What follows belongs to an exercise in optimizing a design on an open flow for small area and few clock cycles per item; a production flow would make more cautious choices. The RTL was checked by simulation tests, not by an equivalence proof against the original design.

--- flow/run.sh ---
#!/bin/bash
# synth_recipe.tcl (not shown) runs the flow's synth.tcl, then flattens the netlist and writes it again
# the make line also repeats each setting of config.mk as NAME=value (left out here)
make -C /OpenROAD-flow-scripts/flow DESIGN_CONFIG=/design/flow/config.mk WORK_HOME=/design/flow/orfs CLKGATE_MAP_FILE= SYNTH_SCRIPT=/design/flow/synth_recipe.tcl finish
--- flow/config.mk ---
export PLATFORM = sky130hd
export DESIGN_NAME = rgba_color_matrix_core
export DESIGN_NICKNAME = rgba_color_matrix_core
export VERILOG_FILES = /design/flow/design.v
export SDC_FILE = /design/flow/constraint.sdc
export NUM_CORES = 4
export LEC_CHECK = 0
export CAP_MARGIN = 20
export CORE_MARGIN = 2
export CORE_UTILIZATION = 40
export SLEW_MARGIN = 20
--- flow/constraint.sdc ---
create_clock -name core_clock -period 8.0 [get_ports {clk}]
set_input_delay 1.6000 -clock core_clock [delete_from_list [all_inputs] [get_ports {clk}]]
set_output_delay 1.6000 -clock core_clock [all_outputs]
set_load 0.01 [all_outputs]
--- flow/design.v ---
package rcm_pkg;
	localparam int CHAN_W    = 8;
	localparam int ROWS      = 4;
	localparam int NUM_TERMS = 5;
	localparam int REG_W     = 60;
	localparam int CFG_DATA_W = 64;
	localparam int CFG_IDX_W  = 3;
	localparam logic [CHAN_W-1:0] BIAS_CHAN = 8'd255;
	localparam logic [CHAN_W-1:0] CHAN_MAX  = 8'd255;
	localparam logic [CFG_IDX_W-1:0] CFG_RED_ROW   = 3'd0;
	localparam logic [CFG_IDX_W-1:0] CFG_GREEN_ROW = 3'd1;
	localparam logic [CFG_IDX_W-1:0] CFG_BLUE_ROW  = 3'd2;
	localparam logic [CFG_IDX_W-1:0] CFG_ALPHA_ROW = 3'd3;
	localparam int PIX_W = 4 * CHAN_W;
endpackage
module rcm_cell #(
	parameter int COEF_WIDTH = 12,
	parameter int SUM_W      = 23,
	parameter int TERM       = 0
) (
	input  logic                                          clk,
	input  logic                                          arst_n,
	input  logic                                          up_valid,
	output logic                                          up_ready,
	input  logic [rcm_pkg::PIX_W-1:0]                     pix_up,
	input  logic [rcm_pkg::ROWS-1:0][SUM_W-1:0]           sum_up,
	input  logic [rcm_pkg::ROWS-1:0][COEF_WIDTH-1:0]      coef,
	input  logic                                          dn_ready,
	output logic                                          dn_valid,
	output logic [rcm_pkg::PIX_W-1:0]                     pix_dn,
	output logic [rcm_pkg::ROWS-1:0][SUM_W-1:0]           sum_dn
);
	localparam int PROD_W = COEF_WIDTH + rcm_pkg::CHAN_W + 1;
	logic                                valid_s1;
	logic [rcm_pkg::PIX_W-1:0]           pix_s1;
	logic [rcm_pkg::ROWS-1:0][SUM_W-1:0] sum_s1;
	logic [rcm_pkg::CHAN_W-1:0]          chan;
	logic [rcm_pkg::ROWS-1:0][SUM_W-1:0] sum_next;
	logic signed [PROD_W-1:0]            prod [rcm_pkg::ROWS];
	logic                                advance;
	assign advance  = !valid_s1 || dn_ready;
	assign up_ready = advance;
	always_comb begin
		case (TERM)
			0: chan = pix_up[31:24];
			1: chan = pix_up[23:16];
			2: chan = pix_up[15:8];
			3: chan = pix_up[7:0];
			default: chan = rcm_pkg::BIAS_CHAN;
		endcase
	end
	for (genvar r = 0; r < rcm_pkg::ROWS; r++) begin : g_row
		assign prod[r]     = PROD_W'($signed(coef[r]) * $signed({1'b0, chan}));
		assign sum_next[r] = SUM_W'($signed(sum_up[r]) + $signed(prod[r]));
	end
	always_ff @(posedge clk or negedge arst_n) begin
		if (!arst_n) begin
			valid_s1 <= 1'b0;
		end else if (advance) begin
			valid_s1 <= up_valid;
		end
	end
	always_ff @(posedge clk) begin
		if (advance && up_valid) begin
			pix_s1 <= pix_up;
			sum_s1 <= sum_next;
		end
	end
	assign dn_valid = valid_s1;
	assign pix_dn   = pix_s1;
	assign sum_dn   = sum_s1;
endmodule
module rcm_clamp #(
	parameter int SUM_W          = 23,
	parameter int COEF_FRAC_BITS = 8
) (
	input  logic                                clk,
	input  logic                                arst_n,
	input  logic                                up_valid,
	output logic                                up_ready,
	input  logic [rcm_pkg::ROWS-1:0][SUM_W-1:0] sum_up,
	input  logic                                out_ready,
	output logic                                out_valid,
	output logic [rcm_pkg::CHAN_W-1:0]          out_red,
	output logic [rcm_pkg::CHAN_W-1:0]          out_green,
	output logic [rcm_pkg::CHAN_W-1:0]          out_blue,
	output logic [rcm_pkg::CHAN_W-1:0]          out_alpha
);
	localparam int WHOLE_W = SUM_W - COEF_FRAC_BITS;
	logic                                         valid_q;
	logic [rcm_pkg::ROWS-1:0][rcm_pkg::CHAN_W-1:0] chan_q;
	logic [rcm_pkg::ROWS-1:0][rcm_pkg::CHAN_W-1:0] chan_next;
	logic signed [SUM_W-1:0]                      s [rcm_pkg::ROWS];
	logic        [WHOLE_W-1:0]                    whole [rcm_pkg::ROWS];
	logic                                         advance;
	assign advance  = !valid_q || out_ready;
	assign up_ready = advance;
	for (genvar r = 0; r < rcm_pkg::ROWS; r++) begin : g_row
		assign s[r]     = $signed(sum_up[r]);
		assign whole[r] = WHOLE_W'(s[r] >>> COEF_FRAC_BITS);
		always_comb begin
			if (s[r] <= 0) begin
				chan_next[r] = '0;
			end else if (whole[r] > WHOLE_W'(rcm_pkg::CHAN_MAX)) begin
				chan_next[r] = rcm_pkg::CHAN_MAX;
			end else begin
				chan_next[r] = whole[r][rcm_pkg::CHAN_W-1:0];
			end
		end
	end
	always_ff @(posedge clk or negedge arst_n) begin
		if (!arst_n) begin
			valid_q <= 1'b0;
		end else if (advance) begin
			valid_q <= up_valid;
		end
	end
	always_ff @(posedge clk) begin
		if (advance && up_valid) begin
			chan_q <= chan_next;
		end
	end
	assign out_valid = valid_q;
	assign out_red   = chan_q[0];
	assign out_green = chan_q[1];
	assign out_blue  = chan_q[2];
	assign out_alpha = chan_q[3];
endmodule
module rgba_color_matrix_core #(
	parameter int COEF_WIDTH     = 12,
	parameter int COEF_FRAC_BITS = 8
) (
	input  logic                            clk,
	input  logic                            arst_n,
	input  logic                            in_valid,
	output logic                            in_ready,
	input  logic [rcm_pkg::CHAN_W-1:0]      in_red,
	input  logic [rcm_pkg::CHAN_W-1:0]      in_green,
	input  logic [rcm_pkg::CHAN_W-1:0]      in_blue,
	input  logic [rcm_pkg::CHAN_W-1:0]      in_alpha,
	output logic                            out_valid,
	input  logic                            out_ready,
	output logic [rcm_pkg::CHAN_W-1:0]      out_red,
	output logic [rcm_pkg::CHAN_W-1:0]      out_green,
	output logic [rcm_pkg::CHAN_W-1:0]      out_blue,
	output logic [rcm_pkg::CHAN_W-1:0]      out_alpha,
	input  logic                            cfg_valid,
	output logic                            cfg_ready,
	input  logic [rcm_pkg::CFG_IDX_W-1:0]   cfg_index,
	input  logic [rcm_pkg::CFG_DATA_W-1:0]  cfg_data
);
	localparam int SUM_W = COEF_WIDTH + rcm_pkg::CHAN_W + 4;
	localparam int ROWS  = rcm_pkg::ROWS;
	localparam int TERMS = rcm_pkg::NUM_TERMS;
	localparam logic [COEF_WIDTH-1:0] ONE_COEF = COEF_WIDTH'(64'd1 << COEF_FRAC_BITS);
	logic [ROWS-1:0][rcm_pkg::REG_W-1:0]        row_q;
	logic [TERMS-1:0][ROWS-1:0][COEF_WIDTH-1:0] coef;
	logic [TERMS:0]                             valid_c;
	logic [TERMS:0]                             ready_c;
	logic [TERMS:0][rcm_pkg::PIX_W-1:0]        pix_c;
	logic [TERMS:0][ROWS-1:0][SUM_W-1:0]        sum_c;
	assign cfg_ready = 1'b1;
	always_ff @(posedge clk or negedge arst_n) begin
		if (!arst_n) begin
			for (int r = 0; r < ROWS; r++) begin
				row_q[r] <= rcm_pkg::REG_W'(ONE_COEF) << (COEF_WIDTH * r);
			end
		end else if (cfg_valid && cfg_ready) begin
			case (cfg_index)
				rcm_pkg::CFG_RED_ROW:   row_q[0] <= cfg_data[rcm_pkg::REG_W-1:0];
				rcm_pkg::CFG_GREEN_ROW: row_q[1] <= cfg_data[rcm_pkg::REG_W-1:0];
				rcm_pkg::CFG_BLUE_ROW:  row_q[2] <= cfg_data[rcm_pkg::REG_W-1:0];
				rcm_pkg::CFG_ALPHA_ROW: row_q[3] <= cfg_data[rcm_pkg::REG_W-1:0];
				default: ;
			endcase
		end
	end
	for (genvar k = 0; k < TERMS; k++) begin : g_tap
		for (genvar r = 0; r < ROWS; r++) begin : g_row
			assign coef[k][r] = row_q[r][COEF_WIDTH*k +: COEF_WIDTH];
		end
	end
	assign valid_c[0]     = in_valid;
	assign in_ready       = ready_c[0];
	assign pix_c[0]       = {in_red, in_green, in_blue, in_alpha};
	assign sum_c[0]       = '0;
	for (genvar k = 0; k < TERMS; k++) begin : g_cell
		rcm_cell #(
			.COEF_WIDTH(COEF_WIDTH),
			.SUM_W     (SUM_W),
			.TERM      (k)
		) u_cell (
			.clk     (clk),
			.arst_n  (arst_n),
			.up_valid(valid_c[k]),
			.up_ready(ready_c[k]),
			.pix_up  (pix_c[k]),
			.sum_up  (sum_c[k]),
			.coef    (coef[k]),
			.dn_ready(ready_c[k+1]),
			.dn_valid(valid_c[k+1]),
			.pix_dn  (pix_c[k+1]),
			.sum_dn  (sum_c[k+1])
		);
	end
	rcm_clamp #(
		.SUM_W         (SUM_W),
		.COEF_FRAC_BITS(COEF_FRAC_BITS)
	) u_clamp (
		.clk      (clk),
		.arst_n   (arst_n),
		.up_valid (valid_c[TERMS]),
		.up_ready (ready_c[TERMS]),
		.sum_up   (sum_c[TERMS]),
		.out_ready(out_ready),
		.out_valid(out_valid),
		.out_red  (out_red),
		.out_green(out_green),
		.out_blue (out_blue),
		.out_alpha(out_alpha)
	);
endmodule
==> impl_metrics.py <==
metrics = {
    "synth": {
        "synth.cell_area_mm2": 0.107,
        "synth-adder-area-share_pct": 45.6,
        "ys.flop_type": "edfxtp_1",
        "syn_avg_cell_area_um2": 10.1,
        "synthSimpleGateAreaFrac_pct": 10.9,
        "synth_xor_area_share_pct": 3.58,
        "yosysWarnings": 14,
        "synth_edf_count": 546,
        "seq_area_frac_synth_pct": 21.1,
        "synthesis.nets": 13500,
        "synthMuxAreaShare_pct": 2.35,
        "synthTopCellsByArea": "fa_1 33%, edfxtp_1 15%, ha_1 12%, inv_1 9.6%, dfrtp_1 5.7%",
        "synth_top_family_by_area": "adder cells",
        "synth_compound_area_share_pct": 5.87,
        "yosysTopAreaCell": "fa_1",
        "yosys_register_bits": 792,
        "ys_async_sr_fraction_pct": 31.1,
        "syn_inst": 10600,
        "yosysTopAreaCellShare_pct": 33.5,
        "yosysUniqueCellTypes": 90,
    },
    "timing": {
        "finalSetupTns_ns": 0,
        "finalCritPeriodShare_pct": 83.7,
        "hold_viol": 0,
        "rsz0062_at_grt": "no",
        "worst_pin_slew_ns": 1.04,
        "slew_violations": 0,
        "setup_ws_ns": 1.31,
        "layout_min_cycle_time_ns": 6.69,
        "relSlewSlack_pct": 30.4,
        "setup_viol": 0,
        "skew_ns": 0.0533,
        "fmax_ghz": 0.149,
    },
    "hold_path": {
        "hp-class": "reg2reg",
        "min_from": "g_cell[1].u_cell.pix_s1[3]",
    },
    "drt": {
        "post_drt_wl_per_cell_um": 16.5,
        "ant_nets": 0,
        "drc_errors": 0,
        "drtIter0Drc": 3427,
        "routed_wl_um": 235000,
        "drtPass1Iterations": 5,
        "vias": 68700,
        "vias_per_cell": 4.83,
    },
    "grt": {
        "antenna_found_initial": 22,
        "grt_pass1_vias": 73800,
        "grt_max_degree": 101,
        "grt_util_all_layers_pct": 17.9,
        "grt_first_pass_wirelength_um": 391000,
        "gr-total-overflow": 0,
        "use_met3_pct": 2.36,
        "top_usage_layer": "met2",
        "met2_usage_pct": 30.0,
        "grt_util_met1_pct": 24.6,
    },
    "die": {
        "rows": 189,
        "fp.dieW_um": 521,
        "dieArea_mm2": 0.271,
        "io_pins": 139,
        "core_mm2": 0.265,
        "dieHeight_um": 521,
        "start_util_pct": 40.2,
    },
    "cts": {
        "clk-insertion-delay-late_ns": 0.77,
        "cts_tree": "done",
        "cts_num_sinks": 792,
        "clock_path_buffers": 3,
        "clk_pin_slew_ns": 0.06,
        "postCtsSetupBuffers": 0,
        "clock-root-buffer": "clkbuf_16",
        "h-tree-depth": 3,
        "post_cts_resized": 0,
        "numCtsBuffers": 100,
        "holdBufCountCts": 0,
    },
    "setup_path": {
        "crit_slowest_cell": "edfxtp_1",
        "rrSetupSlack_ns": 1.31,
        "crit_path_frequent_cell": "fa_1",
        "reg2reg_depth": 20,
        "worstSetupStartpointType": "register",
        "critPathMaxStageDelay_ns": 0.92,
        "crit_type": "reg2reg",
        "endpoint": "g_cell[1].u_cell.sum_s1[94]",
        "r2r_start": "g_cell[0].u_cell.pix_s1[18]",
        "cp_top_family": "adder cells",
        "crit_cells": 20,
        "cp_data_arrival_time_ns": 7.15,
        "crit_chain": "buf_4 > nand2_1 > fa_1 > inv_1 > fa_1 > fa_1 > fa_1 > inv_1 > fa_1 > inv_1 > ha_1 > a21oi_1 > nand2_1 > a21oi_1 > a2bb2oi_1 > o31ai_1 > o31ai_1 > o21ai_1 > a21oi_1 > xnor2_1",
        "critPathBufInv": 4,
        "crit_path_end_kind": "register",
        "cp_max_fo": 29,
        "critical_path_required_ns": 8.46,
        "crit_start": "g_cell[0].u_cell.pix_s1[18]",
        "rr_endpoint": "g_cell[1].u_cell.sum_s1[94]",
    },
    "place": {
        "pre_cts_ws_ns": 0.593,
        "gp_congestion": 0.885,
        "dp_hpwl_um": 195000,
        "io_buffers": 133,
    },
    "finish": {
        "drive_gt1_share_pct": 4.81,
        "syn_to_final_growth_pct": 8.41,
        "nets": 13500,
    },
    "run": {
        "maxCapViolCount": 0,
    },
    "outcome": {
        "status": "no timing/DRC/antenna violations",
    },
}
[worst min path at each step]
stage                                       endpoint  slack [ns]  depth (start not counted)
final                     g_cell[2].u_cell.pix_s1[3]        0.41                          0
after global routing      g_cell[1].u_cell.pix_s1[9]        0.42                          0
after CTS                 g_cell[2].u_cell.pix_s1[3]        0.40                          0
after detailed placement  g_cell[2].u_cell.pix_s1[6]        0.40                          0
after global placement    g_cell[1].u_cell.pix_s1[6]        0.40                          0
after floorplan           g_cell[1].u_cell.pix_s1[0]        0.40                          0
[area by class of cell]
| cell class | instances | area (um2) |
|---|---|---|
| Fill cell | 25200 | 150000 |
| Multi-Input combinational cell | 6773 | 73000 |
| Sequential cell | 792 | 22600 |
| Inverter | 2718 | 10200 |
| Tap cell | 3533 | 4420 |
| Clock buffer | 125 | 2720 |
| Timing Repair Buffer | 209 | 2020 |
| Clock inverter | 65 | 782 |
| Antenna cell | 9 | 22.5 |
[registers in the layout, summed over array words and instances, names as in the netlist]
name / cells
g_cell.u_cell.sum_s1: 466
row_q: 240
g_cell.u_cell.pix_s1: 48
u_clamp.chan_q: 32
g_cell.u_cell.valid_s1: 5
u_clamp.valid_q: 1
[per-layer routing]
metal,vias to the layer above,part of all wire [%]
li1,32400,-
met1,34900,46
met2,1119,47
met3,254,4.2
met4,8,2.7
met5,-,0.021
[synthesized netlist by cell type (9+ instances only)]
cell,n
or3_1,17
nor4_1,28
and2_1,825
nand3_1,70
o21bai_1,39
a41oi_1,11
nor3_1,62
a211o_1,12
a211oi_1,38
mux2_2,211
nand2_1,903
dfrtp_1,242
clkbuf_1,274
inv_1,2718
mux2i_1,13
a21o_1,158
o21ai_1,55
o21a_1,66
a221o_1,9
nor2b_1,48
o31a_1,9
a21oi_1,275
o21ai_0,119
nor2_1,236
or2_2,19
and3_1,42
o211ai_1,11
nand2b_1,33
fa_1,1785
o31ai_1,13
edfxtp_1,546
xor2_1,114
nand4_1,21
ha_1,1033
a31oi_1,38
xnor2_1,322
[worst register-to-register path, stage by stage (launching register included)]
cell and delay [ns]:
edfxtp_1 0.92, buf_4 0.49, nand2_1 0.15, fa_1 0.51, inv_1 0.06, fa_1 0.49
fa_1 0.51, fa_1 0.49, inv_1 0.05, fa_1 0.47, inv_1 0.05, ha_1 0.34
a21oi_1 0.15, nand2_1 0.06, a21oi_1 0.31, a2bb2oi_1 0.20, o31ai_1 0.15, o31ai_1 0.42
o21ai_1 0.16, a21oi_1 0.19, xnor2_1 0.27
[cells in the final DEF, fill, tap and decap left out, types with 158 or more instances in the layout]
master    synthesis  layout
and2_1          825     822
a21o_1          158     158
nand2_1         903     903
nor2_1          236     236
inv_1          2718    2718
fa_1           1785    1785
a21oi_1         275     275
xnor2_1         322     322
dfrtp_1         242     242
edfxtp_1        546     546
ha_1           1033    1033
mux2_2          211     211
[metrics by stage]
step                      cells  hold WS [ns]  area [um2]  util [%]
after floorplan           10600         0.400      107000         -
after global placement    14000         0.403      112000      42.3
after detailed placement  14000         0.405      112000      42.3
after CTS                 14200         0.405      116000      43.6
after global routing      14200         0.420      116000      43.6
final                     14200         0.408      116000      43.6
[cell families after synthesis]
logic type	after synthesis
XOR/XNOR	436
flip-flops	792
other	1
AND/OR/NAND/NOR	2337
AO/OA/AOI/OAI	955
adder cells (fa/ha/maj)	2820
multiplexers	224
buffers and inverters	2999
Testbench counts, summed over its fixed seeds: cycles 8,512, items 8,192.

separate check: timing with driven ports:
In the flow no input, the clock included, has a driving cell. The finished layout below was timed again as built, in two steps. Step 1: set_driving_cell puts a clkbuf_16 on clk and a buf_2 on each other input, an assumption about the parent block. Step 2 also shifts input and output timing later by t, the mid clock arrival at the registers, as if the neighbouring blocks saw the same clock. Three values: no drivers, after step 1, after step 2; two values: the first two.
t, ns: 0.839
setup slack, ns: 1.307 / 1.307 / 0.556
clock arrival spread, ns: 0.056 / 0.056
worst slew at a driven data input, ns: 0.20
cell pins on the clock port's net: 1
After both steps this run still meets setup and hold. For this run, drivers alone change the setup slack by 0.000 ns; drivers and shift together by -0.751 ns.
